Background: an optimization exercise with open tools, aiming at small area and a short achievable clock period. Do not read the settings as production practice.
Function was checked by simulation only, so behaviour that the tests miss may differ from the original.
No driver is modelled on the clock port, so clocking that relies on it looks cheaper here than on a real chip.
No activity file was given, so power comes from the tool's default toggle rates.

===== flow/flow/run.sh =====
#!/bin/bash
# The standard flow with two changes after synthesis, which is the
# standard one and runs on its own first:
# - port buffers are plain buffers (buf_4) instead of the delay cells
#   buffer_ports picks by default;
# - clock tree synthesis inserts no dummy loads.
set -euo pipefail
bash standard.sh synth > synth.log 2>&1
bash standard.sh \
  "BUFFER_PORTS_ARGS=-buffer_cell sky130_fd_sc_hd__buf_4" \
  "CTS_ARGS=-sink_clustering_enable -repair_clock_nets -sink_clustering_size 30 -sink_clustering_max_diameter 100 -dont_use_dummy_load" \
  finish > layout.log 2>&1

===== flow/standard.sh =====
#!/bin/bash
# synth_recipe.tcl (not shown) runs the flow's synth.tcl, then flattens the netlist and writes it again
# the make line also repeats each setting of config.mk as NAME=value (left out here)
make -C /OpenROAD-flow-scripts/flow DESIGN_CONFIG=/design/flow/config.mk WORK_HOME=/design/flow/orfs CLKGATE_MAP_FILE= SYNTH_SCRIPT=/design/flow/synth_recipe.tcl "${@:-finish}"

===== flow/config.mk =====
export PLATFORM = sky130hd
export DESIGN_NAME = memAccessTop
export DESIGN_NICKNAME = memAccessTop
export VERILOG_FILES = /design/flow/design.v
export SDC_FILE = /design/flow/constraint.sdc
export NUM_CORES = 8
export LEC_CHECK = 0
export CAP_MARGIN = 20
export CORE_MARGIN = 2
export CORE_UTILIZATION = 80
export CTS_CLUSTER_DIAMETER = 100
export CTS_CLUSTER_SIZE = 30
export PLACE_DENSITY = 0.86
export SETUP_SLACK_MARGIN = 3.2
export SLEW_MARGIN = 20
export SYNTH_HIERARCHICAL = 1
export SYNTH_MEMORY_MAX_BITS = 16384
export SYNTH_MINIMUM_KEEP_SIZE = 0

===== flow/constraint.sdc =====
create_clock -name core_clock -period 5.5 [get_ports {clk}]
set_input_delay 1.1000 -clock core_clock [delete_from_list [all_inputs] [get_ports {clk}]]
set_output_delay 1.1000 -clock core_clock [all_outputs]
set_load 0.01 [all_outputs]

===== flow/design.v =====
package memPkg;
  localparam int DATA_W = 32;
  localparam int BYTES_PER_WORD = 4;
  localparam int DEFAULT_DEPTH = 128;
  typedef logic [DATA_W-1:0] dataT;
  typedef logic [BYTES_PER_WORD-1:0] byteEnT;
  typedef logic [4:0] regIdxT;
  typedef enum logic [3:0] {
    MEM_NONE,
    MEM_LW,
    MEM_LH,
    MEM_LHU,
    MEM_LB,
    MEM_LBU,
    MEM_SW,
    MEM_SH,
    MEM_SB
  } memOpT;
  typedef struct packed {
    logic [3:0] lane0;   
    logic       b1Lane1;  
    logic       b1Lane3;  
    logic       b1Sign;   
    logic       hiWord;   
    logic       hiSign;   
    logic [3:0] signLane;  
  } extCtlT;
endpackage
`timescale 1ns/1ps
module memRequestStage #(
  parameter int depth = memPkg::DEFAULT_DEPTH,
  localparam int idxW = (depth > 1) ? $clog2(depth) : 1,
  localparam int loW  = (idxW + 1) / 2,
  localparam int hiW  = (idxW > loW) ? idxW - loW : 1
) (
  input  logic                    clk,
  input  logic                    rstN,
  input  memPkg::memOpT           op,
  input  memPkg::dataT            addr,
  input  memPkg::dataT            storeData,
  input  memPkg::regIdxT          regIdx,
  output logic [idxW-1:0]         wordIdx,
  output logic                    reqMemRead,
  output logic [2**hiW-1:0][3:0]  reqWrHiN,
  output logic [2**loW-1:0]       reqWrLoN,
  output memPkg::dataT            reqWrData,
  output memPkg::extCtlT          reqExt,
  output memPkg::regIdxT          reqRegIdx
);
  logic           isRead;
  logic           isWrite;
  logic           isUnsigned;
  logic           isHalf;
  logic           isByte;
  logic [1:0]     lane;
  memPkg::byteEnT laneEn;
  memPkg::dataT   laneData;
  memPkg::extCtlT ext;
  logic [2**hiW-1:0] hiSel;
  logic [2**loW-1:0] loSel;
  assign lane    = addr[1:0];
  assign wordIdx = idxW'(addr[memPkg::DATA_W-1:2] % depth);
  always_comb begin
    isRead     = 1'b0;
    isWrite    = 1'b0;
    isUnsigned = 1'b0;
    isHalf     = 1'b0;
    isByte     = 1'b0;
    case (op)
      memPkg::MEM_LW: isRead = 1'b1;
      memPkg::MEM_LH: begin
        isRead = 1'b1;
        isHalf = 1'b1;
      end
      memPkg::MEM_LHU: begin
        isRead     = 1'b1;
        isUnsigned = 1'b1;
        isHalf     = 1'b1;
      end
      memPkg::MEM_LB: begin
        isRead = 1'b1;
        isByte = 1'b1;
      end
      memPkg::MEM_LBU: begin
        isRead     = 1'b1;
        isUnsigned = 1'b1;
        isByte     = 1'b1;
      end
      memPkg::MEM_SW: isWrite = 1'b1;
      memPkg::MEM_SH: begin
        isWrite = 1'b1;
        isHalf  = 1'b1;
      end
      memPkg::MEM_SB: begin
        isWrite = 1'b1;
        isByte  = 1'b1;
      end
      default: ;
    endcase
  end
  storeAlign storeLanes (
    .isHalf    (isHalf),
    .isByte    (isByte),
    .lane      (lane),
    .storeData (storeData),
    .byteEn    (laneEn),
    .wrData    (laneData)
  );
  always_comb begin
    hiSel = '0;
    loSel = '0;
    hiSel[(idxW > loW) ? (wordIdx >> loW) : 0] = 1'b1;
    loSel[wordIdx[loW-1:0]] = 1'b1;
  end
  always_comb begin
    ext = '0;
    if (isByte) begin
      ext.lane0    = memPkg::byteEnT'(4'b0001 << lane);
      ext.b1Sign   = 1'b1;
      ext.hiSign   = 1'b1;
      ext.signLane = isUnsigned ? 4'b0000 : memPkg::byteEnT'(4'b0001 << lane);
    end else if (isHalf) begin
      ext.lane0    = lane[1] ? 4'b0100 : 4'b0001;
      ext.b1Lane1  = !lane[1];
      ext.b1Lane3  = lane[1];
      ext.hiSign   = 1'b1;
      ext.signLane = isUnsigned ? 4'b0000 : (lane[1] ? 4'b1000 : 4'b0010);
    end else begin
      ext.lane0    = 4'b0001;
      ext.b1Lane1  = 1'b1;
      ext.hiWord   = 1'b1;
    end
  end
  always_ff @(posedge clk) begin
    if (!rstN) begin
      reqMemRead <= 1'b0;
      reqWrHiN   <= '1;
    end else begin
      reqMemRead <= isRead;
      for (int h = 0; h < 2**hiW; h++) begin
        reqWrHiN[h] <= ~(laneEn & {4{isWrite && hiSel[h]}});
      end
    end
  end
  always_ff @(posedge clk) begin
    reqWrLoN  <= ~loSel;
    reqWrData <= laneData;
    reqExt    <= ext;
    reqRegIdx <= regIdx;
  end
endmodule
`timescale 1ns/1ps
module storeAlign (
  input  logic           isHalf,
  input  logic           isByte,
  input  logic [1:0]     lane,
  input  memPkg::dataT   storeData,
  output memPkg::byteEnT byteEn,
  output memPkg::dataT   wrData
);
  always_comb begin
    if (isByte) begin
      byteEn = memPkg::byteEnT'(4'b0001 << lane);
    end else if (isHalf) begin
      byteEn = lane[1] ? 4'b1100 : 4'b0011;
    end else begin
      byteEn = 4'b1111;
    end
    wrData[7:0]   = storeData[7:0];
    wrData[15:8]  = isByte ? storeData[7:0] : storeData[15:8];
    wrData[23:16] = (isByte || isHalf) ? storeData[7:0] : storeData[23:16];
    wrData[31:24] = isByte ? storeData[7:0] :
                    isHalf ? storeData[15:8] : storeData[31:24];
  end
endmodule
`timescale 1ns/1ps
module gInv (
  input  logic a,
  output logic y
);
  assign y = !a;
endmodule
module gNand #(
  parameter int n = 2
) (
  input  logic [n-1:0] a,
  output logic         y
);
  assign y = !(&a);
endmodule
module gNor #(
  parameter int n = 2
) (
  input  logic [n-1:0] a,
  output logic         y
);
  assign y = !(|a);
endmodule
module rdGroup #(
  parameter int n = 32
) (
  input  logic [n-1:0] sel,
  input  logic [n-1:0] bits,
  output logic         yN
);
  assign yN = !(|(sel & bits));
endmodule
module rdDecode #(
  parameter int depth = memPkg::DEFAULT_DEPTH,
  localparam int idxW = (depth > 1) ? $clog2(depth) : 1,
  localparam int loW  = (idxW + 1) / 2,
  localparam int hiW  = (idxW > loW) ? idxW - loW : 1
) (
  input  logic [idxW-1:0]  idx,
  output logic [depth-1:0] sel
);
  logic [idxW-1:0]   idxN;
  logic [2**hiW-1:0] hiN;
  logic [2**loW-1:0] loN;
  for (genvar i = 0; i < idxW; i++) begin : gIdx
    gInv uInv (
      .a (idx[i]),
      .y (idxN[i])
    );
  end
  for (genvar l = 0; l < 2**loW; l++) begin : gLo
    logic [loW-1:0] lit;
    for (genvar i = 0; i < loW; i++) begin : gLit
      assign lit[i] = ((l >> i) & 1) ? idx[i] : idxN[i];
    end
    gNand #(
      .n (loW)
    ) uNand (
      .a (lit),
      .y (loN[l])
    );
  end
  if (idxW > loW) begin : gHiDec
    for (genvar h = 0; h < 2**hiW; h++) begin : gHi
      logic [hiW-1:0] lit;
      for (genvar i = 0; i < hiW; i++) begin : gLit
        assign lit[i] = ((h >> i) & 1) ? idx[loW+i] : idxN[loW+i];
      end
      gNand #(
        .n (hiW)
      ) uNand (
        .a (lit),
        .y (hiN[h])
      );
    end
  end else begin : gHiNone
    assign hiN = '0;
  end
  for (genvar w = 0; w < depth; w++) begin : gWord
    gNor #(
      .n (2)
    ) uNor (
      .a ({hiN[w >> loW], loN[w % (2**loW)]}),
      .y (sel[w])
    );
  end
endmodule
module dataMemory #(
  parameter int depth = memPkg::DEFAULT_DEPTH,
  localparam int idxW = (depth > 1) ? $clog2(depth) : 1,
  localparam int loW  = (idxW + 1) / 2,
  localparam int hiW  = (idxW > loW) ? idxW - loW : 1
) (
  input  logic                   clk,
  input  logic [2**hiW-1:0][3:0] wrHiN,
  input  logic [2**loW-1:0]      wrLoN,
  input  memPkg::dataT           wrData,
  input  logic [idxW-1:0]        rdIdx,
  output memPkg::dataT           rdData
);
  localparam int dataW  = memPkg::DATA_W;
  localparam int groupW = 32;
  localparam int parts  = (depth + groupW - 1) / groupW;
  memPkg::dataT mem [depth];
  logic [depth-1:0][3:0]       wrEn;
  logic [2**hiW-1:0]           rdHi;
  logic [2**loW-1:0]           rdLo;
  logic [parts*groupW-1:0]     rdSel;
  memPkg::byteEnT              hitNext;
  logic [parts-1:0][dataW-1:0] partN;
  logic [parts-1:0][dataW-1:0] partNQ;
  memPkg::byteEnT              hitQ;
  memPkg::dataT                bypassQ;
  memPkg::dataT                memWord;
  for (genvar w = 0; w < depth; w++) begin : gWrWord
    for (genvar b = 0; b < memPkg::BYTES_PER_WORD; b++) begin : gWrByte
      gNor #(
        .n (2)
      ) uEn (
        .a ({wrHiN[w >> loW][b], wrLoN[w % (2**loW)]}),
        .y (wrEn[w][b])
      );
    end
  end
  always_ff @(posedge clk) begin
    for (int w = 0; w < depth; w++) begin
      for (int b = 0; b < memPkg::BYTES_PER_WORD; b++) begin
        if (wrEn[w][b]) begin
          mem[w][b*8 +: 8] <= wrData[b*8 +: 8];
        end
      end
    end
  end
  rdDecode #(
    .depth (depth)
  ) uRdDecode (
    .idx (rdIdx),
    .sel (rdSel[depth-1:0])
  );
  if (parts * groupW > depth) begin : gSelPad
    assign rdSel[parts*groupW-1:depth] = '0;
  end
  for (genvar j = 0; j < dataW; j++) begin : gBit
    for (genvar p = 0; p < parts; p++) begin : gPart
      logic [groupW-1:0] bits;
      for (genvar w = 0; w < groupW; w++) begin : gWord
        assign bits[w] = (p*groupW+w < depth) ? mem[p*groupW+w][j] : 1'b0;
      end
      rdGroup #(
        .n (groupW)
      ) uGroup (
        .sel  (rdSel[p*groupW +: groupW]),
        .bits (bits),
        .yN   (partN[p][j])
      );
    end
  end
  always_comb begin
    rdHi = '0;
    rdLo = '0;
    rdHi[(idxW > loW) ? (rdIdx >> loW) : 0] = 1'b1;
    rdLo[rdIdx[loW-1:0]] = 1'b1;
    for (int b = 0; b < memPkg::BYTES_PER_WORD; b++) begin
      hitNext[b] = 1'b0;
      for (int h = 0; h < 2**hiW; h++) begin
        hitNext[b] = hitNext[b] | (rdHi[h] & !wrHiN[h][b]);
      end
    end
    hitNext = hitNext & {memPkg::BYTES_PER_WORD{|(rdLo & ~wrLoN)}};
  end
  always_ff @(posedge clk) begin
    partNQ  <= partN;
    hitQ    <= hitNext;
    bypassQ <= wrData;
  end
  always_comb begin
    memWord = '0;
    for (int p = 0; p < parts; p++) begin
      memWord = memWord | ~partNQ[p];
    end
    for (int b = 0; b < memPkg::BYTES_PER_WORD; b++) begin
      rdData[b*8 +: 8] = hitQ[b] ? bypassQ[b*8 +: 8] : memWord[b*8 +: 8];
    end
  end
endmodule
`timescale 1ns/1ps
module loadUnit (
  input  logic           clk,
  input  logic           rstN,
  input  logic           memRead,
  input  memPkg::extCtlT ext,
  input  memPkg::regIdxT regIdx,
  input  memPkg::dataT   rdData,
  output logic           loadValid,
  output memPkg::dataT   loadData,
  output memPkg::regIdxT loadReg
);
  logic [7:0]   rdByte [4];
  logic         sign;
  memPkg::dataT extData;
  always_comb begin
    for (int b = 0; b < 4; b++) begin
      rdByte[b] = rdData[b*8 +: 8];
    end
    sign = 1'b0;
    for (int b = 0; b < 4; b++) begin
      sign = sign | (ext.signLane[b] & rdByte[b][7]);
    end
    extData[7:0] = '0;
    for (int b = 0; b < 4; b++) begin
      extData[7:0] = extData[7:0] | (rdByte[b] & {8{ext.lane0[b]}});
    end
    extData[15:8]  = (rdByte[1] & {8{ext.b1Lane1}}) |
                     (rdByte[3] & {8{ext.b1Lane3}}) |
                     {8{ext.b1Sign & sign}};
    extData[31:16] = (rdData[31:16] & {16{ext.hiWord}}) |
                     {16{ext.hiSign & sign}};
  end
  always_ff @(posedge clk) begin
    if (!rstN) begin
      loadValid <= 1'b0;
    end else begin
      loadValid <= memRead;
    end
  end
  always_ff @(posedge clk) begin
    loadData <= extData;
    loadReg  <= regIdx;
  end
endmodule
`timescale 1ns/1ps
module memAccessTop #(
  parameter int memDepth = memPkg::DEFAULT_DEPTH
) (
  input  logic           clk,
  input  logic           rstN,
  input  memPkg::memOpT  op,
  input  memPkg::dataT   addr,
  input  memPkg::dataT   storeData,
  input  memPkg::regIdxT regIdx,
  output logic           loadValid,
  output memPkg::dataT   loadData,
  output memPkg::regIdxT loadReg
);
  localparam int idxW = (memDepth > 1) ? $clog2(memDepth) : 1;
  localparam int loW  = (idxW + 1) / 2;
  localparam int hiW  = (idxW > loW) ? idxW - loW : 1;
  logic [idxW-1:0]     exWordIdx;
  logic                reqMemRead;
  logic [2**hiW-1:0][3:0] reqWrHiN;
  logic [2**loW-1:0]   reqWrLoN;
  memPkg::dataT        reqWrData;
  memPkg::extCtlT      reqExt;
  memPkg::regIdxT      reqRegIdx;
  memPkg::dataT        memRdData;
  memRequestStage #(
    .depth (memDepth)
  ) reqStage (
    .clk        (clk),
    .rstN       (rstN),
    .op         (op),
    .addr       (addr),
    .storeData  (storeData),
    .regIdx     (regIdx),
    .wordIdx    (exWordIdx),
    .reqMemRead (reqMemRead),
    .reqWrHiN   (reqWrHiN),
    .reqWrLoN   (reqWrLoN),
    .reqWrData  (reqWrData),
    .reqExt     (reqExt),
    .reqRegIdx  (reqRegIdx)
  );
  dataMemory #(
    .depth (memDepth)
  ) dataMem (
    .clk    (clk),
    .wrHiN  (reqWrHiN),
    .wrLoN  (reqWrLoN),
    .wrData (reqWrData),
    .rdIdx  (exWordIdx),
    .rdData (memRdData)
  );
  loadUnit loadPath (
    .clk       (clk),
    .rstN      (rstN),
    .memRead   (reqMemRead),
    .ext       (reqExt),
    .regIdx    (reqRegIdx),
    .rdData    (memRdData),
    .loadValid (loadValid),
    .loadData  (loadData),
    .loadReg   (loadReg)
  );
endmodule

==> results of run 1 <==
[Yosys stat by module (local to each module, per instance), excerpt]
module / cell area (um^2) / flops+latches / times used / cells
storeAlign: 469 / 0 / 1 / 68
gInv: 3.75 / 0 / 7 / 1
loadUnit: 1210 / 38 / 1 / 116
[cells in the mapped netlist, types with 5 or more instances]
library cell / count / share of area
a21oi_1: 10 / 0.00032
mux2i_1: 21 / 0.0014
nor4_2: 128 / 0.010
dfxtp_1: 301 / 0.039
clkbuf_1: 16 / 0.00039
mux2_2: 40 / 0.0029
nand3_1: 36 / 0.0012
nor2_1: 657 / 0.016
nand4_1: 560 / 0.023
o21ai_0: 24 / 0.00077
buf_4: 17 / 0.00082
nor2b_1: 5 / 0.00020
nand2_1: 74 / 0.0018
buf_6: 5 / 0.00036
edfxtp_1: 4096 / 0.79
nand2b_1: 6 / 0.00024
a221o_1: 8 / 0.00051
a31oi_1: 6 / 0.00024
inv_1: 32 / 0.00077
a22oi_1: 1942 / 0.094
ha_1: 15 / 0.0012
and3_1: 5 / 0.00020
a22oi_2: 128 / 0.010
nor3_1: 18 / 0.00058
[state kept, by name, summed over array words and instances (netlist names), 4 cells and up]
| register | flops |
|---|---|
| dataMem.bypassQ | 32 |
| dataMem.hitQ | 4 |
| dataMem.mem | 4096 |
| dataMem.partNQ | 128 |
| loadPath.loadData | 32 |
| loadPath.loadReg | 5 |
| reqStage.reqExt | 13 |
| reqStage.reqRegIdx | 5 |
| reqStage.reqWrData | 32 |
| reqStage.reqWrHiN | 32 |
| reqStage.reqWrLoN | 16 |
[final timing paths]
kind / to / slack (ns) / depth (start not counted)
max reg2reg: dataMem.hitQ[2] / 2.97 / 5
max: dataMem.hitQ[2] / 2.97 / 5
min reg2reg: loadPath.loadReg[1] / 0.33 / 0
min: reqStage.reqRegIdx[0] / 0.33 / 1
[power groups by stage]
stage	logic (W)	registers [W]	clock network (W)
global route	0.00182	0.0380	0.0152
finish	0.00181	0.0380	0.0145
detailed placement	0.00155	0.0386	0
floorplan	0.000539	0.0383	0
CTS	0.00165	0.0379	0.0142
global placement	0.00147	0.0386	0
[per-layer routing]
metal / up-vias / GRT usage / part of all wire
met5: - / 0.00684 / 0.0010
met4: 50 / 0.294 / 0.088
met3: 2071 / 0.137 / 0.17
met2: 9781 / 0.663 / 0.45
met1: 44500 / 0.574 / 0.29
li1: 35700 / - / -
[cell usage in the layout, fill, tap and decap left out, types with 9 or more instances in the layout]
cell | Yosys | final
mux2i_1 | 21 | 21
nand2_1 | 74 | 62
a22oi_1 | 1942 | 1817
nand3_1 | 36 | 32
buf_6 | 5 | 117
nand2_2 | 0 | 12
mux2_2 | 40 | 40
edfxtp_1 | 4096 | 4096
nor3_1 | 18 | 14
nor2_1 | 657 | 529
nor2_2 | 0 | 109
o21ai_1 | 0 | 14
o21ai_0 | 24 | 9
ha_1 | 15 | 10
dfxtp_4 | 0 | 65
dfxtp_2 | 0 | 26
nor4_2 | 128 | 115
diode_2 | 0 | 24
clkbuf_16 | 0 | 182
nor2_4 | 0 | 19
a22oi_2 | 128 | 253
nand4_1 | 560 | 560
inv_1 | 32 | 21
dfxtp_1 | 301 | 210
nor4_4 | 0 | 13
buf_12 | 0 | 40
buf_4 | 17 | 203
[logic make-up after synthesis]
kind of cell             share of synthesized area
buffers and inverters                      0.00249
adder cells (fa/ha/maj)                    0.00121
AND/OR/NAND/NOR                             0.0544
AO/OA/AOI/OAI                                0.108
multiplexers                               0.00425
flip-flops                                   0.829
XOR/XNOR                                  0.000274
[final cells by class]
type | instances | area (um^2) | area share
well taps | 2526 | 3160 | 0.0187
flip-flops and latches | 4397 | 129000 | 0.766
inverters | 32 | 168 | 0.000994
multi-input cells | 3744 | 27500 | 0.163
clock buffers | 164 | 4100 | 0.0243
diodes | 24 | 60.1 | 0.000356
repair buffers | 394 | 4420 | 0.0262
[worst max-delay path, cell delays in order, from the launching register on]
cell     delay, ns
dfxtp_4       0.85
buf_4         0.71
nor3_1        0.18
a21oi_2       0.17
and3_4        0.33
nor3_2        0.08
[metrics by stage]
stage                     total power [W]  instances  hold WS [ns]  setup slack (ns)
after floorplan                    0.0388       8216         0.310              2.09
after global placement             0.0401      11000         0.310              1.32
final                              0.0543      11300         0.334              2.97
after detailed placement           0.0402      11000         0.312              1.27
after global routing               0.0550      11300         0.310              2.98
after CTS                          0.0538      11200         0.295              2.97
[timing repair]
| item | 4_1_cts | 5_1_grt |
|---|---|---|
| setup buffers | 39 | 40 |
| cloned | 1 | 18 |
| endpoints found under the setup margin | 301 | 194 |
| gates resized for setup | 276 | 212 |
| pin swaps | 93 | 127 |
==> results.sh, run 1 <==
export IMPL_outcome="complete, no violations"
export IMPL_wl_per_cell_um=39.8
export IMPL_core_area_um2=193000
export IMPL_holdBufCountCts=0
export IMPL_routed_wl_um=449000
export IMPL_tightest_slew_ns=1.36
export IMPL_syn_cell_area_um2=156000
export IMPL_cts_tree="built"
export IMPL_slew_viol_final=0
export IMPL_design_area_um2=169000
export IMPL_p_comb_frac=0.033
export IMPL_crit_fanout=18
export IMPL_power_density_nw_per_um2=322
export IMPL_grt_pass1_vias=86900
export IMPL_p_leak_nw=49.6
export IMPL_drc_errors=0
export IMPL_syn_instance_count=8216
export IMPL_p_sw_frac=0.208
export IMPL_vias=92200
export IMPL_seq_area_frac_synth=0.829
export IMPL_fp_dieH_um=445
export IMPL_clk_pin_slew_worst_paths_ns=0.12
export IMPL_crit_type="reg2reg"
export IMPL_grt_overflow_total=0
export IMPL_routabilityCongestion=1.04
export IMPL_rr_startpoint="reqStage.reqWrLoN[5]"
export IMPL_die_x_um=445
export IMPL_setup_worst_path_start_class="register"
export IMPL_hp_class="in2reg"
export IMPL_max_freq_mhz=395
export IMPL_dieArea_um2=198000
export IMPL_crit_path_start="reqStage.reqWrLoN[5]"
export IMPL_timing_setup_tns_ns=0
export IMPL_ys_dominant_reg_cell="edfxtp_1"
export IMPL_rsz0062_at_grt="yes"
export IMPL_yosys_warnings=12
export IMPL_io_pins=113
export IMPL_grt_max_degree=73
export IMPL_min_period_ns=2.53
export IMPL_syn_num_nets=8306
export IMPL_drtIter0Drc=18800
export IMPL_final_core_util=0.875
export IMPL_hp_start="regIdx[0]"
export IMPL_p_clk_frac=0.266
export IMPL_drv_cap=0
export IMPL_required_ns=6.27
export IMPL_ys_ff_latch=4397
export IMPL_area_growth_pct=8.49
export IMPL_async_flop_share=0
export IMPL_arrival_ns=3.30
export IMPL_place_area_um2=161000
export IMPL_port_buffers=89
export IMPL_skew_ns=0.0612
export IMPL_hold_violations=0
export IMPL_setup_viol_count_final=0
export IMPL_start_util=0.807
export IMPL_cts_buffers=164
export IMPL_rows=161
export IMPL_finalCritPeriodShare=0.460
export IMPL_internal_power_w=0.0430
export IMPL_grt_total_usage=0.444
export IMPL_syn_avg_cell_area_um2=18.9
export IMPL_ir_drop_mv=0.364
export IMPL_p_switching_w=0.0113
export IMPL_cts_root_buffer="clkbuf_16"
export IMPL_drt_pass1_iter_count=9
export IMPL_synth_cell_types=63
export IMPL_hpwl_um=270000
export IMPL_cp_end_kind="register"
export IMPL_vias_per_cell=8.17
export IMPL_cts_sinks=4397
export IMPL_final_fill_count=6974
export IMPL_layout_nets=8823
export IMPL_ant_nets=0
export IMPL_antenna_found_initial=47
export IMPL_worstSkewPairLatency_ns=0.91
export IMPL_drive_gt1_frac=0.145
export IMPL_grt_pass1_wl_um=612000
export IMPL_p_seq_frac=0.700
export IMPL_htree_levels=4
export IMPL_slew_headroom=0.0927
export IMPL_synth_edff_count=4096
export IMPL_cts_buffer_depth=3
==> inputs of run 2 (changes only) <==
--- a/flow/design.v
+++ b/flow/design.v
@@ -45,4 +45,6 @@
   output logic [2**loW-1:0]       reqWrLoN,
   output memPkg::dataT            reqWrData,
+  output logic [idxW-1:0]         reqWrIdx,
+  output memPkg::byteEnT          reqWrByte,
   output memPkg::extCtlT          reqExt,
   output memPkg::regIdxT          reqRegIdx
@@ -136,5 +138,7 @@
       reqMemRead <= 1'b0;
       reqWrHiN   <= '1;
+      reqWrByte  <= '0;
     end else begin
+      reqWrByte  <= isWrite ? laneEn : '0;
       reqMemRead <= isRead;
       for (int h = 0; h < 2**hiW; h++) begin
@@ -145,4 +149,5 @@
   always_ff @(posedge clk) begin
     reqWrLoN  <= ~loSel;
+    reqWrIdx  <= wordIdx;
     reqWrData <= laneData;
     reqExt    <= ext;
@@ -197,12 +202,14 @@
   assign y = !(|a);
 endmodule
-module rdGroup #(
+module rdRuns #(
   parameter int n = 32
 ) (
-  input  logic [n-1:0] sel,
-  input  logic [n-1:0] bits,
-  output logic         yN
+  input  logic [n-1:0]   selN,
+  input  logic [n-1:0]   bits,
+  output logic [n/8-1:0] y
 );
-  assign yN = !(|(sel & bits));
+  for (genvar i = 0; i < n / 8; i++) begin : gOut
+    assign y[i] = &(selN[8*i +: 8] | bits[8*i +: 8]);
+  end
 endmodule
 module rdDecode #(
@@ -213,9 +220,11 @@
 ) (
   input  logic [idxW-1:0]  idx,
-  output logic [depth-1:0] sel
+  output logic [depth-1:0] selN
 );
   logic [idxW-1:0]   idxN;
   logic [2**hiW-1:0] hiN;
   logic [2**loW-1:0] loN;
+  logic [2**hiW-1:0] hi;
+  logic [2**loW-1:0] lo;
   for (genvar i = 0; i < idxW; i++) begin : gIdx
     gInv uInv (
@@ -250,12 +259,24 @@
     end
   end else begin : gHiNone
-    assign hiN = '0;
+    assign hiN = '0;   
+  end
+  for (genvar h = 0; h < 2**hiW; h++) begin : gHiInv
+    gInv uInv (
+      .a (hiN[h]),
+      .y (hi[h])
+    );
+  end
+  for (genvar l = 0; l < 2**loW; l++) begin : gLoInv
+    gInv uInv (
+      .a (loN[l]),
+      .y (lo[l])
+    );
   end
   for (genvar w = 0; w < depth; w++) begin : gWord
-    gNor #(
+    gNand #(
       .n (2)
-    ) uNor (
-      .a ({hiN[w >> loW], loN[w % (2**loW)]}),
-      .y (sel[w])
+    ) uNand (
+      .a ({hi[w >> loW], lo[w % (2**loW)]}),
+      .y (selN[w])
     );
   end
@@ -263,4 +284,5 @@
 module dataMemory #(
   parameter int depth = memPkg::DEFAULT_DEPTH,
+  localparam int parts = (depth + 31) / 32,
   localparam int idxW = (depth > 1) ? $clog2(depth) : 1,
   localparam int loW  = (idxW + 1) / 2,
@@ -271,21 +293,18 @@
   input  logic [2**loW-1:0]      wrLoN,
   input  memPkg::dataT           wrData,
+  input  logic [idxW-1:0]        wrIdx,
+  input  memPkg::byteEnT         wrByte,
   input  logic [idxW-1:0]        rdIdx,
-  output memPkg::dataT           rdData
+  output logic [parts-1:0][memPkg::DATA_W-1:0] zeroQ,
+  output memPkg::byteEnT         hitQ,
+  output memPkg::dataT           bypassQ
 );
   localparam int dataW  = memPkg::DATA_W;
   localparam int groupW = 32;
-  localparam int parts  = (depth + groupW - 1) / groupW;
   memPkg::dataT mem [depth];
   logic [depth-1:0][3:0]       wrEn;
-  logic [2**hiW-1:0]           rdHi;
-  logic [2**loW-1:0]           rdLo;
-  logic [parts*groupW-1:0]     rdSel;
+  logic [parts*groupW-1:0]     rdSelN;
   memPkg::byteEnT              hitNext;
-  logic [parts-1:0][dataW-1:0] partN;
-  logic [parts-1:0][dataW-1:0] partNQ;
-  memPkg::byteEnT              hitQ;
-  memPkg::dataT                bypassQ;
-  memPkg::dataT                memWord;
+  logic [parts-1:0][dataW-1:0] zero;
   for (genvar w = 0; w < depth; w++) begin : gWrWord
     for (genvar b = 0; b < memPkg::BYTES_PER_WORD; b++) begin : gWrByte
@@ -311,54 +330,42 @@
   ) uRdDecode (
     .idx (rdIdx),
-    .sel (rdSel[depth-1:0])
+    .selN (rdSelN[depth-1:0])
   );
   if (parts * groupW > depth) begin : gSelPad
-    assign rdSel[parts*groupW-1:depth] = '0;
+    assign rdSelN[parts*groupW-1:depth] = '1;
   end
   for (genvar j = 0; j < dataW; j++) begin : gBit
     for (genvar p = 0; p < parts; p++) begin : gPart
-      logic [groupW-1:0] bits;
+      logic [groupW-1:0]   bits;
+      logic [groupW/8-1:0] runs;
       for (genvar w = 0; w < groupW; w++) begin : gWord
-        assign bits[w] = (p*groupW+w < depth) ? mem[p*groupW+w][j] : 1'b0;
+        assign bits[w] = (p*groupW+w < depth) ? mem[p*groupW+w][j] : 1'b1;
       end
-      rdGroup #(
+      rdRuns #(
         .n (groupW)
-      ) uGroup (
-        .sel  (rdSel[p*groupW +: groupW]),
+      ) uRuns (
+        .selN (rdSelN[p*groupW +: groupW]),
         .bits (bits),
-        .yN   (partN[p][j])
+        .y    (runs)
+      );
+      gNand #(
+        .n (groupW / 8)
+      ) uPart (
+        .a (runs),
+        .y (zero[p][j])
       );
     end
   end
-  always_comb begin
-    rdHi = '0;
-    rdLo = '0;
-    rdHi[(idxW > loW) ? (rdIdx >> loW) : 0] = 1'b1;
-    rdLo[rdIdx[loW-1:0]] = 1'b1;
-    for (int b = 0; b < memPkg::BYTES_PER_WORD; b++) begin
-      hitNext[b] = 1'b0;
-      for (int h = 0; h < 2**hiW; h++) begin
-        hitNext[b] = hitNext[b] | (rdHi[h] & !wrHiN[h][b]);
-      end
-    end
-    hitNext = hitNext & {memPkg::BYTES_PER_WORD{|(rdLo & ~wrLoN)}};
-  end
+  assign hitNext = (rdIdx == wrIdx) ? wrByte : '0;
   always_ff @(posedge clk) begin
-    partNQ  <= partN;
+    zeroQ   <= zero;
     hitQ    <= hitNext;
     bypassQ <= wrData;
   end
-  always_comb begin
-    memWord = '0;
-    for (int p = 0; p < parts; p++) begin
-      memWord = memWord | ~partNQ[p];
-    end
-    for (int b = 0; b < memPkg::BYTES_PER_WORD; b++) begin
-      rdData[b*8 +: 8] = hitQ[b] ? bypassQ[b*8 +: 8] : memWord[b*8 +: 8];
-    end
-  end
 endmodule
 `timescale 1ns/1ps
-module loadUnit (
+module loadUnit #(
+  parameter int parts = 8
+) (
   input  logic           clk,
   input  logic           rstN,
@@ -366,16 +373,25 @@
   input  memPkg::extCtlT ext,
   input  memPkg::regIdxT regIdx,
-  input  memPkg::dataT   rdData,
+  input  logic [parts-1:0][memPkg::DATA_W-1:0] zero,
+  input  memPkg::byteEnT hit,
+  input  memPkg::dataT   bypass,
   output logic           loadValid,
   output memPkg::dataT   loadData,
   output memPkg::regIdxT loadReg
 );
+  memPkg::dataT rdData;
   logic [7:0]   rdByte [4];
   logic         sign;
   memPkg::dataT extData;
   always_comb begin
+    rdData = '1;
+    for (int p = 0; p < parts; p++) begin
+      rdData = rdData & ~zero[p];
+    end
     for (int b = 0; b < 4; b++) begin
-      rdByte[b] = rdData[b*8 +: 8];
+      rdByte[b] = hit[b] ? bypass[b*8 +: 8] : rdData[b*8 +: 8];
     end
+  end
+  always_comb begin
     sign = 1'b0;
     for (int b = 0; b < 4; b++) begin
@@ -389,5 +405,5 @@
                      (rdByte[3] & {8{ext.b1Lane3}}) |
                      {8{ext.b1Sign & sign}};
-    extData[31:16] = (rdData[31:16] & {16{ext.hiWord}}) |
+    extData[31:16] = ({rdByte[3], rdByte[2]} & {16{ext.hiWord}}) |
                      {16{ext.hiSign & sign}};
   end
@@ -419,4 +435,5 @@
 );
   localparam int idxW = (memDepth > 1) ? $clog2(memDepth) : 1;
+  localparam int readParts = (memDepth + 31) / 32;
   localparam int loW  = (idxW + 1) / 2;
   localparam int hiW  = (idxW > loW) ? idxW - loW : 1;
@@ -426,7 +443,11 @@
   logic [2**loW-1:0]   reqWrLoN;
   memPkg::dataT        reqWrData;
+  logic [idxW-1:0]     reqWrIdx;
+  memPkg::byteEnT      reqWrByte;
   memPkg::extCtlT      reqExt;
   memPkg::regIdxT      reqRegIdx;
-  memPkg::dataT        memRdData;
+  logic [readParts-1:0][memPkg::DATA_W-1:0] memZero;
+  memPkg::byteEnT      memHit;
+  memPkg::dataT        memBypass;
   memRequestStage #(
     .depth (memDepth)
@@ -443,4 +464,6 @@
     .reqWrLoN   (reqWrLoN),
     .reqWrData  (reqWrData),
+    .reqWrIdx   (reqWrIdx),
+    .reqWrByte  (reqWrByte),
     .reqExt     (reqExt),
     .reqRegIdx  (reqRegIdx)
@@ -449,12 +472,18 @@
     .depth (memDepth)
   ) dataMem (
-    .clk    (clk),
-    .wrHiN  (reqWrHiN),
-    .wrLoN  (reqWrLoN),
-    .wrData (reqWrData),
-    .rdIdx  (exWordIdx),
-    .rdData (memRdData)
+    .clk     (clk),
+    .wrHiN   (reqWrHiN),
+    .wrLoN   (reqWrLoN),
+    .wrData  (reqWrData),
+    .wrIdx   (reqWrIdx),
+    .wrByte  (reqWrByte),
+    .rdIdx   (exWordIdx),
+    .zeroQ   (memZero),
+    .hitQ    (memHit),
+    .bypassQ (memBypass)
   );
-  loadUnit loadPath (
+  loadUnit #(
+    .parts (readParts)
+  ) loadPath (
     .clk       (clk),
     .rstN      (rstN),
@@ -462,5 +491,7 @@
     .ext       (reqExt),
     .regIdx    (reqRegIdx),
-    .rdData    (memRdData),
+    .zero      (memZero),
+    .hit       (memHit),
+    .bypass    (memBypass),
     .loadValid (loadValid),
     .loadData  (loadData),
==> run 2 against run 1 <==
Effect of this change:
- the run now fails in global routing (5_1_grt)
- synthesized cell count about the same
- area after synthesis down 0.67%
==> results.sh, run 2 <==
export IMPL_yosys_area_top_type="edfxtp_1"
export IMPL_tool_error="[ERROR GRT-0232] Routing congestion too high. Check the congestion heatmap in the GUI."
export IMPL_synth_cell_types=58
export IMPL_io_pins=113
export IMPL_place_area_um2=160000
export IMPL_cts_root_buffer="clkbuf_16"
export IMPL_rows=161
export IMPL_lastStage="global routing (5_1_grt)"
export IMPL_antenna_found_initial=139
export IMPL_async_flop_share=0
export IMPL_grt_max_degree=70
export IMPL_hpwl_um=267000
export IMPL_grt_worst_setup_endpoint="loadData[17]"
export IMPL_grt_overflow_total=4160
export IMPL_syn_num_nets=8297
export IMPL_cts_sinks=4408
export IMPL_outcome="aborted with a tool error"
export IMPL_syn_cell_area_um2=155000
export IMPL_ys_dominant_reg_cell="edfxtp_1"
export IMPL_holdBufCountCts=0
export IMPL_seq_area_frac_synth=0.837
export IMPL_grt_total_usage=0.947
export IMPL_yosysMostFrequentCell="edfxtp_1"
export IMPL_cts_buffers=164
export IMPL_htree_levels=4
export IMPL_cts_buffer_depth=3
export IMPL_ys_ff_latch=4408
export IMPL_netlist_area_leader_share=0.796
export IMPL_synth_area_leaders="edfxtp_1 (80%), o22ai_1 (8.3%), nor4_2 (4.1%), dfxtp_1 (4.0%), nor2_1 (1.3%)"
export IMPL_syn_avg_cell_area_um2=18.8
export IMPL_yosys_warnings=12
export IMPL_start_util=0.804
export IMPL_routabilityCongestion=0.974
export IMPL_die_x_um=443
export IMPL_worst_endpoint_kind="top-level output"
export IMPL_syn_instance_count=8213
export IMPL_fp_dieH_um=443
export IMPL_port_buffers=89
export IMPL_synth_edff_count=4096
export IMPL_synthTopCellsByCount="edfxtp_1 (4096), o22ai_1 (2048), nor2_1 (522), nor4_2 (512), dfxtp_1 (312)"
[run 2: logic make-up after synthesis]
group,after synthesis,share of synthesized area
multiplexers,17,0.00117
AO/OA/AOI/OAI,2157,0.0879
adder cells (fa/ha/maj),9,0.000729
AND/OR/NAND/NOR,1523,0.0704
XOR/XNOR,9,0.000510
buffers and inverters,90,0.00284
flip-flops,4408,0.837
[run 2: per-stage QoR]
stage / std cells / power [W] / utilization / worst slack (ns) / hold slack (ns)
floorplan: 8213 / 0.0388 / - / 2.74 / 0.310
global placement: 11000 / 0.0400 / 0.831 / 1.38 / 0.310
detailed placement: 11000 / 0.0402 / 0.831 / 1.16 / 0.313
CTS: 11500 / 0.0540 / 0.903 / 2.92 / 0.274
[run 2: Yosys stat by module (local to each module, per instance), excerpt]
module / area [um^2] / cells / times used
gInv: 3.75 / 1 / 31
storeAlign: 469 / 68 / 1
[run 2: timing repair]
item	4_1_cts
buffers inserted	255
pin swaps	281
setup endpoints to repair	220
resized for setup	1017
hold endpoints to repair	0
cloned	70
[run 2: routing by layer]
layer | global-route usage | overflow
met1 | 0.926 | 365
met2 | 1.02 | 2073
met3 | 0.883 | 304
met4 | 0.974 | 1337
met5 | 0.744 | 81
[run 2: how the worst min path moves through the flow]
stage / from / to / slack [ns]
2_1_floorplan: reqStage.reqRegIdx[0] / loadPath.loadReg[0] / 0.31
3_5_place_dp: reqStage.reqRegIdx[1] / loadPath.loadReg[1] / 0.31
3_3_place_gp: reqStage.reqRegIdx[4] / loadPath.loadReg[4] / 0.31
4_1_cts: regIdx[1] / reqStage.reqRegIdx[1] / 0.27
[run 2: power groups by stage]
stage | combinational (W) | sequential, W | clock [W]
CTS | 0.00176 | 0.0379 | 0.0143
detailed placement | 0.00148 | 0.0387 | 0
global placement | 0.00141 | 0.0386 | 0
floorplan | 0.000445 | 0.0384 | 0
==> inputs of run 3 (changes only) <==
--- a/flow/design.v
+++ b/flow/design.v
@@ -202,16 +202,21 @@
   assign y = !(|a);
 endmodule
-module rdRuns #(
-  parameter int n = 32
+module rdBlock #(
+  parameter int n = 16
 ) (
-  input  logic [n-1:0]   selN,
-  input  logic [n-1:0]   bits,
-  output logic [n/8-1:0] y
+  input  logic [n-1:0] loN,
+  input  logic [n-1:0] bits,
+  output logic         x
 );
-  for (genvar i = 0; i < n / 8; i++) begin : gOut
-    assign y[i] = &(selN[8*i +: 8] | bits[8*i +: 8]);
-  end
+  assign x = !(&(loN | bits));
+endmodule
+module gAo22 (
+  input  logic [1:0] a,
+  input  logic [1:0] b,
+  output logic       y
+);
+  assign y = (a[0] && b[0]) || (a[1] && b[1]);
 endmodule
-module rdDecode #(
+module rdSelect #(
   parameter int depth = memPkg::DEFAULT_DEPTH,
   localparam int idxW = (depth > 1) ? $clog2(depth) : 1,
@@ -219,12 +224,10 @@
   localparam int hiW  = (idxW > loW) ? idxW - loW : 1
 ) (
-  input  logic [idxW-1:0]  idx,
-  output logic [depth-1:0] selN
+  input  logic [idxW-1:0]    idx,
+  output logic [2**loW-1:0]  loN,
+  output logic [2**hiW-1:0]  hi
 );
   logic [idxW-1:0]   idxN;
   logic [2**hiW-1:0] hiN;
-  logic [2**loW-1:0] loN;
-  logic [2**hiW-1:0] hi;
-  logic [2**loW-1:0] lo;
   for (genvar i = 0; i < idxW; i++) begin : gIdx
     gInv uInv (
@@ -267,25 +270,13 @@
     );
   end
-  for (genvar l = 0; l < 2**loW; l++) begin : gLoInv
-    gInv uInv (
-      .a (loN[l]),
-      .y (lo[l])
-    );
-  end
-  for (genvar w = 0; w < depth; w++) begin : gWord
-    gNand #(
-      .n (2)
-    ) uNand (
-      .a ({hi[w >> loW], lo[w % (2**loW)]}),
-      .y (selN[w])
-    );
-  end
 endmodule
 module dataMemory #(
   parameter int depth = memPkg::DEFAULT_DEPTH,
-  localparam int parts = (depth + 31) / 32,
   localparam int idxW = (depth > 1) ? $clog2(depth) : 1,
   localparam int loW  = (idxW + 1) / 2,
-  localparam int hiW  = (idxW > loW) ? idxW - loW : 1
+  localparam int hiW  = (idxW > loW) ? idxW - loW : 1,
+  localparam int blockW  = 2**loW,
+  localparam int nBlocks = (depth + blockW - 1) / blockW,
+  localparam int parts   = (nBlocks + 1) / 2
 ) (
   input  logic                   clk,
@@ -301,8 +292,8 @@
 );
   localparam int dataW  = memPkg::DATA_W;
-  localparam int groupW = 32;
   memPkg::dataT mem [depth];
   logic [depth-1:0][3:0]       wrEn;
-  logic [parts*groupW-1:0]     rdSelN;
+  logic [2**loW-1:0]           rdLoN;
+  logic [2**hiW-1:0]           rdHi;
   memPkg::byteEnT              hitNext;
   logic [parts-1:0][dataW-1:0] zero;
@@ -326,31 +317,38 @@
     end
   end
-  rdDecode #(
+  rdSelect #(
     .depth (depth)
-  ) uRdDecode (
+  ) uRdSelect (
     .idx (rdIdx),
-    .selN (rdSelN[depth-1:0])
+    .loN (rdLoN),
+    .hi  (rdHi)
   );
-  if (parts * groupW > depth) begin : gSelPad
-    assign rdSelN[parts*groupW-1:depth] = '1;
-  end
   for (genvar j = 0; j < dataW; j++) begin : gBit
     for (genvar p = 0; p < parts; p++) begin : gPart
-      logic [groupW-1:0]   bits;
-      logic [groupW/8-1:0] runs;
-      for (genvar w = 0; w < groupW; w++) begin : gWord
-        assign bits[w] = (p*groupW+w < depth) ? mem[p*groupW+w][j] : 1'b1;
+      logic [1:0] x;
+      logic [1:0] h;
+      for (genvar k = 0; k < 2; k++) begin : gBlock
+        localparam int blk = 2 * p + k;
+        if (blk < nBlocks) begin : gRead
+          logic [blockW-1:0] bits;
+          for (genvar w = 0; w < blockW; w++) begin : gWord
+            assign bits[w] = (blk*blockW+w < depth) ? mem[blk*blockW+w][j] : 1'b1;
+          end
+          rdBlock #(
+            .n (blockW)
+          ) uBlock (
+            .loN  (rdLoN),
+            .bits (bits),
+            .x    (x[k])
+          );
+          assign h[k] = rdHi[blk];
+        end else begin : gNone
+          assign x[k] = 1'b0;
+          assign h[k] = 1'b0;
+        end
       end
-      rdRuns #(
-        .n (groupW)
-      ) uRuns (
-        .selN (rdSelN[p*groupW +: groupW]),
-        .bits (bits),
-        .y    (runs)
-      );
-      gNand #(
-        .n (groupW / 8)
-      ) uPart (
-        .a (runs),
+      gAo22 uPart (
+        .a (h),
+        .b (x),
         .y (zero[p][j])
       );
@@ -435,7 +433,7 @@
 );
   localparam int idxW = (memDepth > 1) ? $clog2(memDepth) : 1;
-  localparam int readParts = (memDepth + 31) / 32;
   localparam int loW  = (idxW + 1) / 2;
   localparam int hiW  = (idxW > loW) ? idxW - loW : 1;
+  localparam int readParts = ((memDepth + 2**loW - 1) / 2**loW + 1) / 2;
   logic [idxW-1:0]     exWordIdx;
   logic                reqMemRead;
--- a/flow/config.mk
+++ b/flow/config.mk
@@ -8,8 +8,8 @@
 export CAP_MARGIN = 20
 export CORE_MARGIN = 2
-export CORE_UTILIZATION = 80
+export CORE_UTILIZATION = 72
 export CTS_CLUSTER_DIAMETER = 100
 export CTS_CLUSTER_SIZE = 30
-export PLACE_DENSITY = 0.86
+export PLACE_DENSITY = 0.78
 export SETUP_SLACK_MARGIN = 3.2
 export SLEW_MARGIN = 20
==> run 3 against run 2 <==
Effect of this change:
- now clean on timing, DRC and antenna
- area after synthesis decreased by 0.76%
- synthesized cell count increased by 7.6%
==> results.sh, run 3 <==
export IMPL_met1_length_um=141000
export IMPL_tightest_slew_ns=1.24
export IMPL_yosys_warnings=12
export IMPL_cts_tree="built"
export IMPL_io_pins=113
export IMPL_cts_buffers=164
export IMPL_syn_instance_count=8837
export IMPL_synth_cell_types=57
export IMPL_fp_dieH_um=465
export IMPL_drive_gt1_frac=0.0673
export IMPL_dr_wl_met2_um=204000
export IMPL_yosysMostFrequentCell="edfxtp_1"
export IMPL_largest_reg_flops=4096
export IMPL_final_fill_count=11000
export IMPL_syn_num_nets=8921
export IMPL_worstSkewPairLatency_ns=0.89
export IMPL_cp_end_kind="primary output"
export IMPL_multi_input_area_um2=23800
export IMPL_max_flop_register="dataMem.mem"
export IMPL_vias=92300
export IMPL_dp_cells=11800
export IMPL_grt_max_degree=90
export IMPL_top_layer="met5"
export IMPL_rsz0062_at_grt="yes"
export IMPL_p_sw_frac=0.216
export IMPL_p_clk_frac=0.264
export IMPL_routabilityCongestion=0.935
export IMPL_ys_ff_latch=4408
export IMPL_max_stage_delay_ns=0.47
export IMPL_r2r_end="dataMem.mem[118][30]"
export IMPL_die_x_um=465
export IMPL_reg2regPathDepth=2
export IMPL_syn_avg_cell_area_um2=17.3
export IMPL_wl_per_cell_um=37.4
export IMPL_reg_largest_list="dataMem.mem (4096), dataMem.zeroQ (128)"
export IMPL_crit_chain="buf_6"
export IMPL_skew_ns=0.0394
export IMPL_final_core_util=0.782
export IMPL_grt_total_usage=0.391
export IMPL_hpwl_um=230000
export IMPL_final_common_cell="edfxtp_1"
export IMPL_r2r_slack_ns=3.06
export IMPL_cts_root_buffer="clkbuf_16"
export IMPL_hp_start="regIdx[0]"
export IMPL_crit_type="reg2out"
export IMPL_port_buffers=89
export IMPL_hp_class="in2reg"
export IMPL_p_leak_nw=49.9
export IMPL_hold_path_endpoint="reqStage.reqRegIdx[0]"
export IMPL_netlist_area_leader_share=0.802
export IMPL_htree_levels=4
export IMPL_hold_violations=0
export IMPL_internal_power_w=0.0432
export IMPL_power_density_nw_per_um2=332
export IMPL_routed_wl_um=454000
export IMPL_ys_dominant_reg_cell="edfxtp_1"
export IMPL_cts_sinks=4408
export IMPL_rr_startpoint="reqStage.reqWrLoN[6]"
export IMPL_core_area_um2=212000
export IMPL_wl_met3_um=72900
export IMPL_ir_drop_mv=0.411
export IMPL_cp_top_family="flip-flops"
export IMPL_vias_per_cell=7.60
export IMPL_setup_ws_ns=2.92
export IMPL_final_cell_mix="edfxtp_1 (4096), o22ai_1 (2048), nor2_1 (1544)"
export IMPL_path_buf_inv=1
export IMPL_grt_overflow_total=0
export IMPL_drc_errors=0
export IMPL_crit_fanout=1
export IMPL_max_freq_mhz=387
export IMPL_cts_buffer_depth=3
export IMPL_drt_pass1_iter_count=9
export IMPL_yosys_area_top_type="edfxtp_1"
export IMPL_crit_path_start="loadPath.loadData[23]"
export IMPL_total_power_w=0.0551
export IMPL_arrival_ns=1.48
export IMPL_ant_nets=0
export IMPL_layout_nets=9370
export IMPL_worst_path_stages=1
export IMPL_holdPathStages=1
export IMPL_antenna_found_initial=39
export IMPL_slew_headroom=0.169
export IMPL_p_seq_frac=0.685
export IMPL_p_switching_w=0.0119
export IMPL_place_worst_setup_slack_ns=1.76
export IMPL_synth_edff_count=4096
export IMPL_dieArea_um2=217000
export IMPL_drv_cap=0
export IMPL_seq_area_frac_synth=0.843
export IMPL_grt_pass1_vias=85400
export IMPL_syn_cell_area_um2=153000
export IMPL_outcome="complete, no violations"
export IMPL_required_ns=4.40
export IMPL_cpMaxStageDelayCell="dfxtp_4"
export IMPL_slew_viol_final=0
export IMPL_async_flop_share=0
export IMPL_final_cells=12100
export IMPL_setup_viol_count_final=0
export IMPL_grt_pass1_wl_um=595000
export IMPL_start_util=0.724
export IMPL_min_period_ns=2.58
export IMPL_rows=169
export IMPL_synthTopCellsByCount="edfxtp_1 (4096), o22ai_1 (2048), nor2_1 (1546), dfxtp_1 (312), nand4_1 (274)"
export IMPL_clk_pin_slew_worst_paths_ns=0.11
export IMPL_finalCritPeriodShare=0.470
export IMPL_timing_setup_tns_ns=0
export IMPL_area_growth_pct=8.10
export IMPL_drtIter0Drc=17500
export IMPL_register_area_um2=129000
export IMPL_p_comb_frac=0.051
export IMPL_setup_worst_path_start_class="register"
export IMPL_synth_area_leaders="edfxtp_1 (80%), o22ai_1 (8.4%), dfxtp_1 (4.1%), nor2_1 (3.8%), nand4_1 (1.1%)"
## run 3: changes by cell type after synthesis, sizes merged
cell,delta
nor2,+1024
nor4,-512
a22o,+128
nand2,-128
nand4,+128
inv,-16
## run 3: logic make-up after synthesis
family,Yosys count,synth area share
flops,4408,0.843
compound gates,2285,0.0958
simple gates,2035,0.0563
buf+inv,74,0.00247
mux,17,0.00118
xor+xnor,9,0.000514
fa+ha+maj,9,0.000734
## run 3: final cells by class
cell class              count  share of cell area
multi-input cells        4355               0.144
diodes                     37            0.000559
clock buffers             164              0.0248
inverters                  33            0.000876
repair buffers            324              0.0277
flip-flops and latches   4408               0.781
well taps                2821              0.0213
## run 3: power by group through the flow
| stage | Clock [W] | Combinational, W | Sequential (W) |
|---|---|---|---|
| after floorplan | 0 | 0.00102 | 0.0384 |
| after global placement | 0 | 0.00228 | 0.0384 |
| after detailed placement | 0 | 0.00235 | 0.0384 |
| after CTS | 0.0144 | 0.00252 | 0.0377 |
| after global routing | 0.0154 | 0.00281 | 0.0378 |
| final | 0.0146 | 0.00279 | 0.0378 |
## run 3: per-stage QoR
stage	instance area (um^2)	hold WS, ns
floorplan	153000	0.310
global placement	159000	0.310
detailed placement	159000	0.314
CTS	165000	0.265
global route	166000	0.310
finish	166000	0.317
## run 3: per-layer routing
metal | track usage | vias up
met5 | 0 | -
met4 | 0.256 | 10
met3 | 0.0982 | 1612
met2 | 0.586 | 8658
met1 | 0.520 | 45100
li1 | - | 37000
## run 3: timing repair
item	in CTS	in global routing
gates resized for setup	137	84
gates cloned	25	34
buffers inserted	40	7
hold buffers	0	0
endpoints found under the setup margin	208	201
pin swaps	12	5
## run 3: how the worst max path moves through the flow
stage                              to  slack [ns]
floorplan            dataMem.zeroQ[0]       -2.78
global placement    dataMem.zeroQ[42]        1.73
detailed placement  dataMem.zeroQ[71]        1.76
CTS                      loadData[23]        2.89
global route             loadData[23]        2.93
finish                   loadData[23]        2.92
## run 3: Yosys stat by module, one instance, submodules excluded, excerpt
module	flops+latches	area, um^2
gInv	0	3.75
gAo22	0	8.76
storeAlign	0	469
==> inputs of run 4 (changes only) <==
--- a/flow/config.mk
+++ b/flow/config.mk
@@ -8,8 +8,8 @@
 export CAP_MARGIN = 20
 export CORE_MARGIN = 2
-export CORE_UTILIZATION = 72
+export CORE_UTILIZATION = 76
 export CTS_CLUSTER_DIAMETER = 100
 export CTS_CLUSTER_SIZE = 30
-export PLACE_DENSITY = 0.78
+export PLACE_DENSITY = 0.82
 export SETUP_SLACK_MARGIN = 3.2
 export SLEW_MARGIN = 20
==> run 4 against run 3 <==
Effect of this change:
- still clean
- via count up 1.8%
- utilization up 4.5 points
- sequential share of layout area up 0.11 points
- routed wire length about the same
- final area down 0.12%
- largest power group unchanged
- highest routed layer unchanged
==> results.sh, run 4 <==
export IMPL_ys_ff_latch=4408
export IMPL_reg_largest_list="dataMem.mem (4096), dataMem.zeroQ (128)"
export IMPL_largest_reg_flops=4096
export IMPL_drc_errors=0
export IMPL_top_layer="met5"
export IMPL_syn_instance_count=8837
export IMPL_drive_gt1_frac=0.0678
export IMPL_min_period_ns=2.56
export IMPL_rsz0062_at_grt="yes"
export IMPL_power_density_nw_per_um2=333
export IMPL_final_common_cell="edfxtp_1"
export IMPL_ir_drop_mv=0.409
export IMPL_p_seq_frac=0.685
export IMPL_cts_root_buffer="clkbuf_16"
export IMPL_layout_nets=9369
export IMPL_p_switching_w=0.0119
export IMPL_dp_cells=11700
export IMPL_setup_viol_count_final=0
export IMPL_ys_dominant_reg_cell="edfxtp_1"
export IMPL_p_sw_frac=0.216
export IMPL_syn_avg_cell_area_um2=17.3
export IMPL_fp_dieH_um=453
export IMPL_syn_cell_area_um2=153000
export IMPL_antenna_found_initial=36
export IMPL_port_buffers=89
export IMPL_wl_per_cell_um=37.9
export IMPL_worstSkewPairLatency_ns=0.90
export IMPL_cts_sinks=4408
export IMPL_max_flop_register="dataMem.mem"
export IMPL_grt_overflow_total=0
export IMPL_max_freq_mhz=390
export IMPL_drv_cap=0
export IMPL_p_comb_frac=0.051
export IMPL_holdBufCountCts=0
export IMPL_cpMaxStageDelayCell="dfxtp_4"
export IMPL_hpwl_um=228000
export IMPL_synth_cell_types=57
export IMPL_final_core_util=0.827
export IMPL_crit_chain="buf_6"
export IMPL_hp_class="in2reg"
export IMPL_skew_ns=0.0429
export IMPL_p_leak_nw=49.8
export IMPL_netlist_area_leader_share=0.802
export IMPL_synth_edff_count=4096
export IMPL_routabilityCongestion=0.907
export IMPL_met1_length_um=132000
export IMPL_cp_top_family="flip-flops"
export IMPL_setup_worst_path_start_class="register"
export IMPL_cts_tree="built"
export IMPL_htree_levels=4
export IMPL_crit_type="reg2out"
export IMPL_ant_nets=0
export IMPL_grt_pass1_vias=87900
export IMPL_seq_area_frac_synth=0.843
export IMPL_vias=94000
export IMPL_drt_pass1_iter_count=12
export IMPL_place_area_um2=159000
export IMPL_p_clk_frac=0.264
export IMPL_die_x_um=453
export IMPL_grt_pass1_wl_um=602000
export IMPL_dr_wl_met2_um=203000
export IMPL_synthTopCellsByCount="edfxtp_1 (4096), o22ai_1 (2048), nor2_1 (1546), dfxtp_1 (312), nand4_1 (274)"
export IMPL_r2r_slack_ns=3.04
export IMPL_finalCritPeriodShare=0.466
export IMPL_clk_pin_slew_worst_paths_ns=0.11
export IMPL_design_area_um2=166000
export IMPL_grt_max_degree=129
export IMPL_start_util=0.766
export IMPL_final_cell_mix="edfxtp_1 (4096), o22ai_1 (2048), nor2_1 (1537)"
export IMPL_outcome="complete, no violations"
export IMPL_yosys_area_top_type="edfxtp_1"
export IMPL_hold_violations=0
export IMPL_syn_num_nets=8921
export IMPL_core_area_um2=200000
export IMPL_vias_per_cell=7.84
export IMPL_area_growth_pct=7.97
export IMPL_io_pins=113
export IMPL_internal_power_w=0.0432
export IMPL_wl_met3_um=76500
export IMPL_routed_wl_um=455000
export IMPL_final_cells=12000
export IMPL_yosysMostFrequentCell="edfxtp_1"
export IMPL_drtIter0Drc=19400
export IMPL_slew_viol_final=0
export IMPL_path_buf_inv=1
export IMPL_dieArea_um2=205000
export IMPL_grt_total_usage=0.418
export IMPL_slew_headroom=0.0683
export IMPL_timing_setup_tns_ns=0
export IMPL_crit_fanout=1
export IMPL_cts_buffer_depth=3
export IMPL_yosys_warnings=12
export IMPL_synth_area_leaders="edfxtp_1 (80%), o22ai_1 (8.4%), dfxtp_1 (4.1%), nor2_1 (3.8%), nand4_1 (1.1%)"
export IMPL_cp_end_kind="primary output"
export IMPL_cts_buffers=164
export IMPL_async_flop_share=0
export IMPL_required_ns=4.40
export IMPL_arrival_ns=1.46
export IMPL_max_stage_delay_ns=0.44
export IMPL_rows=164
export IMPL_tightest_slew_ns=1.39
-- run 4: area by class of cell --
class | count | area (um^2)
inverters | 33 | 155
multi-input cells | 4356 | 23800
clock buffers | 164 | 4100
flip-flops and latches | 4408 | 130000
repair buffers | 322 | 4550
well taps | 2656 | 3320
diodes | 43 | 108
fillers | 9049 | 34500
-- run 4: cells by family (layout without fill, tap and decap cells) --
kind of cell,count (synthesis),count (layout),synth area share
XOR/XNOR,9,9,0.000514
other,0,43,0
AND/OR/NAND/NOR,2035,2035,0.0563
buffers and inverters,74,519,0.00247
multiplexers,17,17,0.00118
AO/OA/AOI/OAI,2285,2286,0.0958
flip-flops,4408,4408,0.843
adder cells (fa/ha/maj),9,9,0.000734
-- run 4: per-module statistics from Yosys, one instance, submodules excluded, excerpt --
module | cell area [um^2] | copies in the design | cells inside | flip-flops and latches
gAo22 | 8.76 | 128 | 1 | 0
storeAlign | 469 | 1 | 68 | 0
gInv | 3.75 | 15 | 1 | 0
-- run 4: final timing paths --
kind | start | to | cells after the start
min reg2reg | reqStage.reqRegIdx[1] | loadPath.loadReg[1] | 0
max reg2reg | dataMem.zeroQ[55] | loadPath.loadData[23] | 6
min | storeData[7] | reqStage.reqWrData[7] | 1
max | loadPath.loadData[31] | loadData[31] | 1
-- run 4: per-layer routing --
layer,global-route usage,vias up
li1,-,37000
met1,0.540,45200
met2,0.632,9683
met3,0.107,2075
met4,0.296,18
met5,0,-
-- run 4: power groups by stage --
stage               combinational, W  sequential (W)  clock [W]
finish                       0.00280          0.0378     0.0146
global route                 0.00281          0.0377     0.0153
CTS                          0.00251          0.0377     0.0143
detailed placement           0.00234          0.0384          0
global placement             0.00226          0.0384          0
floorplan                    0.00102          0.0384          0
-- run 4: worst reg2reg max path, delay by kind of cell, from the launching register on --
family / cells / cell delay (ns)
buffers and inverters: 1 / 0.23
and+or+nand+nor: 2 / 1.05
AOI/OAI and AO/OA: 3 / 0.64
DFF: 1 / 0.40
-- run 4: what timing repair did --
item | 4_1_cts | 5_1_grt
cloned | 24 | 31
setup endpoints to repair | 205 | 226
pin swaps | 9 | 6
resized for setup | 118 | 97
setup buffers | 53 | 5
-- run 4: metrics by stage --
stage                     hold WS, ns  total power, W  setup WS (ns)
after detailed placement        0.314          0.0408           1.77
after CTS                       0.282          0.0545           2.91
after global placement          0.310          0.0407           1.77
after floorplan                 0.310          0.0394          -2.78
after global routing            0.301          0.0559           2.94
final                           0.320          0.0551           2.94
==> inputs of run 5 (changes only) <==
==> flow/flow/run.sh (replaced) <==
#!/bin/bash
# The standard flow with three changes after synthesis, which is the
# standard one and runs on its own first:
# - port buffers are plain buffers (buf_4) instead of the delay cells
#   buffer_ports picks by default;
# - before clock tree synthesis, each output port's buffer is moved next
#   to the flip-flop that drives it (flow/outbuf.tcl), so the buffer drives
#   the wire to the pin;
# - clock tree synthesis inserts no dummy loads.
set -euo pipefail
bash standard.sh synth > synth.log 2>&1
bash standard.sh \
  "BUFFER_PORTS_ARGS=-buffer_cell sky130_fd_sc_hd__buf_4" \
  "PRE_CTS_TCL=$PWD/flow/outbuf.tcl" \
  "CTS_ARGS=-sink_clustering_enable -repair_clock_nets -sink_clustering_size 30 -sink_clustering_max_diameter 100 -dont_use_dummy_load" \
  finish > layout.log 2>&1
==> flow/flow/outbuf.tcl (new file) <==
# Move each output port's buffer next to the flip-flop that drives it, so
# the buffer, not the flip-flop, drives the wire to the pin.
set block [ord::get_db_block]
set moved 0
foreach bt [$block getBTerms] {
  if {[$bt getIoType] ne "OUTPUT"} { continue }
  set net [$bt getNet]
  set buf ""
  foreach it [$net getITerms] { if {[$it isOutputSignal]} { set buf [$it getInst] } }
  if {$buf eq ""} { continue }
  set src ""
  foreach it [$buf getITerms] {
    if {[$it isInputSignal]} {
      foreach it2 [[$it getNet] getITerms] { if {[$it2 isOutputSignal]} { set src [$it2 getInst] } }
    }
  }
  if {$src eq ""} { continue }
  set loc [$src getLocation]
  set w [[$src getMaster] getWidth]
  $buf setLocation [expr {[lindex $loc 0] + $w}] [lindex $loc 1]
  $buf setPlacementStatus PLACED
  incr moved
}
puts "outbuf: moved $moved output buffers next to their drivers"
detailed_placement
--- a/flow/config.mk
+++ b/flow/config.mk
@@ -8,8 +8,8 @@
 export CAP_MARGIN = 20
 export CORE_MARGIN = 2
-export CORE_UTILIZATION = 76
+export CORE_UTILIZATION = 72
 export CTS_CLUSTER_DIAMETER = 100
 export CTS_CLUSTER_SIZE = 30
-export PLACE_DENSITY = 0.82
+export PLACE_DENSITY = 0.78
 export SETUP_SLACK_MARGIN = 3.2
 export SLEW_MARGIN = 20
==> run 5 against run 4 <==
Effect of this change:
- still clean on timing, DRC and antenna
- power fell by 0.17%
- sequential power hardly changed
- worst setup slack improved by 0.087 ns
- sequential share of layout area about the same
- via count is 2.3% lower
- largest cell class unchanged
- highest routed layer unchanged
==> results.sh, run 5 <==
export IMPL_wl_per_cell_um=36.7
export IMPL_r2r_end="dataMem.mem[108][11]"
export IMPL_start_util=0.724
export IMPL_holdPathStages=1
export IMPL_syn_avg_cell_area_um2=17.3
export IMPL_netlist_area_leader_share=0.802
export IMPL_drc_errors=0
export IMPL_grt_pass1_wl_um=595000
export IMPL_slew_viol_final=0
export IMPL_final_cell_mix="edfxtp_1 (4096), o22ai_1 (2048), nor2_1 (1546)"
export IMPL_rr_startpoint="reqStage.reqWrLoN[12]"
export IMPL_finalCritPeriodShare=0.450
export IMPL_dieArea_um2=217000
export IMPL_power_density_nw_per_um2=332
export IMPL_syn_instance_count=8837
export IMPL_synthTopCellsByCount="edfxtp_1 (4096), o22ai_1 (2048), nor2_1 (1546), dfxtp_1 (312), nand4_1 (274)"
export IMPL_dp_cells=11800
export IMPL_hp_class="in2reg"
export IMPL_skew_ns=0.0625
export IMPL_reg2regPathDepth=2
export IMPL_largest_reg_flops=4096
export IMPL_rows=169
export IMPL_cts_tree="built"
export IMPL_cp_end_kind="primary output"
export IMPL_holdBufCountCts=0
export IMPL_hold_path_endpoint="reqStage.reqRegIdx[0]"
export IMPL_drive_gt1_frac=0.0650
export IMPL_max_stage_delay_ns=0.36
export IMPL_grt_max_degree=90
export IMPL_min_period_ns=2.48
export IMPL_final_common_cell="edfxtp_1"
export IMPL_cp_top_family="flip-flops"
export IMPL_antenna_found_initial=41
export IMPL_required_ns=4.40
export IMPL_routed_wl_um=445000
export IMPL_drt_pass1_iter_count=9
export IMPL_ys_ff_latch=4408
export IMPL_synth_edff_count=4096
export IMPL_async_flop_share=0
export IMPL_setup_viol_count_final=0
export IMPL_grt_overflow_total=0
export IMPL_cts_sinks=4408
export IMPL_ys_dominant_reg_cell="edfxtp_1"
export IMPL_outcome="complete, no violations"
export IMPL_rsz0062_at_grt="yes"
export IMPL_yosysMostFrequentCell="edfxtp_1"
export IMPL_clk_pin_slew_worst_paths_ns=0.12
export IMPL_drtIter0Drc=17300
export IMPL_vias=91800
export IMPL_core_area_um2=212000
export IMPL_synth_area_leaders="edfxtp_1 (80%), o22ai_1 (8.4%), dfxtp_1 (4.1%), nor2_1 (3.8%), nand4_1 (1.1%)"
export IMPL_drv_cap=0
export IMPL_grt_total_usage=0.390
export IMPL_yosys_warnings=12
export IMPL_p_leak_nw=49.7
export IMPL_cts_buffers=165
export IMPL_cpMaxStageDelayCell="dfxtp_2"
export IMPL_port_buffers=89
export IMPL_yosys_area_top_type="edfxtp_1"
export IMPL_crit_chain="buf_12"
export IMPL_syn_cell_area_um2=153000
export IMPL_io_pins=113
export IMPL_r2r_slack_ns=3.08
export IMPL_hp_start="regIdx[0]"
export IMPL_ant_nets=0
export IMPL_arrival_ns=1.38
export IMPL_reg_largest_list="dataMem.mem (4096), dataMem.zeroQ (128)"
export IMPL_max_freq_mhz=404
export IMPL_routabilityCongestion=0.935
export IMPL_vias_per_cell=7.57
export IMPL_slew_headroom=0.178
[run 5: cell counts after synthesis]
Identical to the previous run, type by type.
[run 5: what timing repair did]
action                     in CTS  in global routing
gates cloned                   25                 25
resized for setup             121                 76
setup endpoints to repair     214                195
pin swaps                      11                  3
buffers inserted               33                  3
[run 5: worst max-delay path by stage]
stage | cells after the start | slack [ns] | from | end
2_1_floorplan | 7 | -2.78 | addr[4] | dataMem.zeroQ[0]
3_3_place_gp | 7 | 1.73 | addr[2] | dataMem.zeroQ[42]
3_5_place_dp | 8 | 1.76 | addr[2] | dataMem.zeroQ[71]
4_1_cts | 1 | 3.01 | loadPath.loadData[23] | loadData[23]
5_1_grt | 1 | 3.00 | loadPath.loadData[23] | loadData[23]
6_report | 1 | 3.02 | loadPath.loadData[23] | loadData[23]
[run 5: where the power goes]
| group | total (W) | internal [W] | switching, W |
|---|---|---|---|
| Clock | 0.0145 | 0.00542 | 0.00909 |
| Sequential | 0.0377 | 0.0371 | 0.000624 |
| Combinational | 0.00278 | 0.000719 | 0.00206 |
[run 5: routing by layer]
metal / up-vias / track usage / share of wire
li1: 36900 / - / -
met5: - / 0 / 0.00018
met2: 8371 / 0.586 / 0.45
met4: 12 / 0.248 / 0.077
met1: 44900 / 0.518 / 0.31
met3: 1513 / 0.102 / 0.16
[run 5: Yosys stat by module, one instance, submodules excluded, excerpt]
| module | copies in the design | cell area [um^2] |
|---|---|---|
| storeAlign | 1 | 469 |
| gAo22 | 128 | 8.76 |
| gInv | 15 | 3.75 |
[run 5: logic make-up (layout without fill, tap and decap cells)]
family	Yosys count	after routing	synth area share
DFF	4408	4408	0.843
adders and majority gates	9	9	0.000734
xor gates and xnor gates	9	9	0.000514
other	0	39	0
muxes	17	17	0.00118
AOI/OAI and AO/OA	2285	2285	0.0958
and+or+nand+nor	2035	2035	0.0563
buffers and inverters	74	503	0.00247
[run 5: area by class of cell]
type	instances	area, um^2
diodes	39	97.6
clock buffers	165	4130
fillers	11000	46400
inverters	33	145
multi-input cells	4355	23800
flip-flops and latches	4408	129000
well taps	2821	3530
repair buffers	305	4300
[run 5: metrics by stage]
step                hold WS (ns)  area (um^2)  worst slack [ns]  power (W)  utilization
CTS                        0.300       165000              3.01     0.0546        0.777
detailed placement         0.314       159000              1.76     0.0408        0.750
finish                     0.329       165000              3.02     0.0550        0.781
global placement           0.310       159000              1.73     0.0407        0.750
global route               0.310       165000              3.00     0.0559        0.781
floorplan                  0.310       153000             -2.78     0.0394            -
[run 5: worst register-to-register path: stages (launching register included)]
cell     delay [ns]
dfxtp_4        0.80
buf_4          0.82
nor2_1         0.45

Check on run 5: ideal ports give 3.024 ns setup slack; a clkbuf_16 on the clock port and buf_2 on the inputs give 2.937 ns; moving port delays by the midpoint clock arrival (0.923 ns) as well gives 2.074 ns.
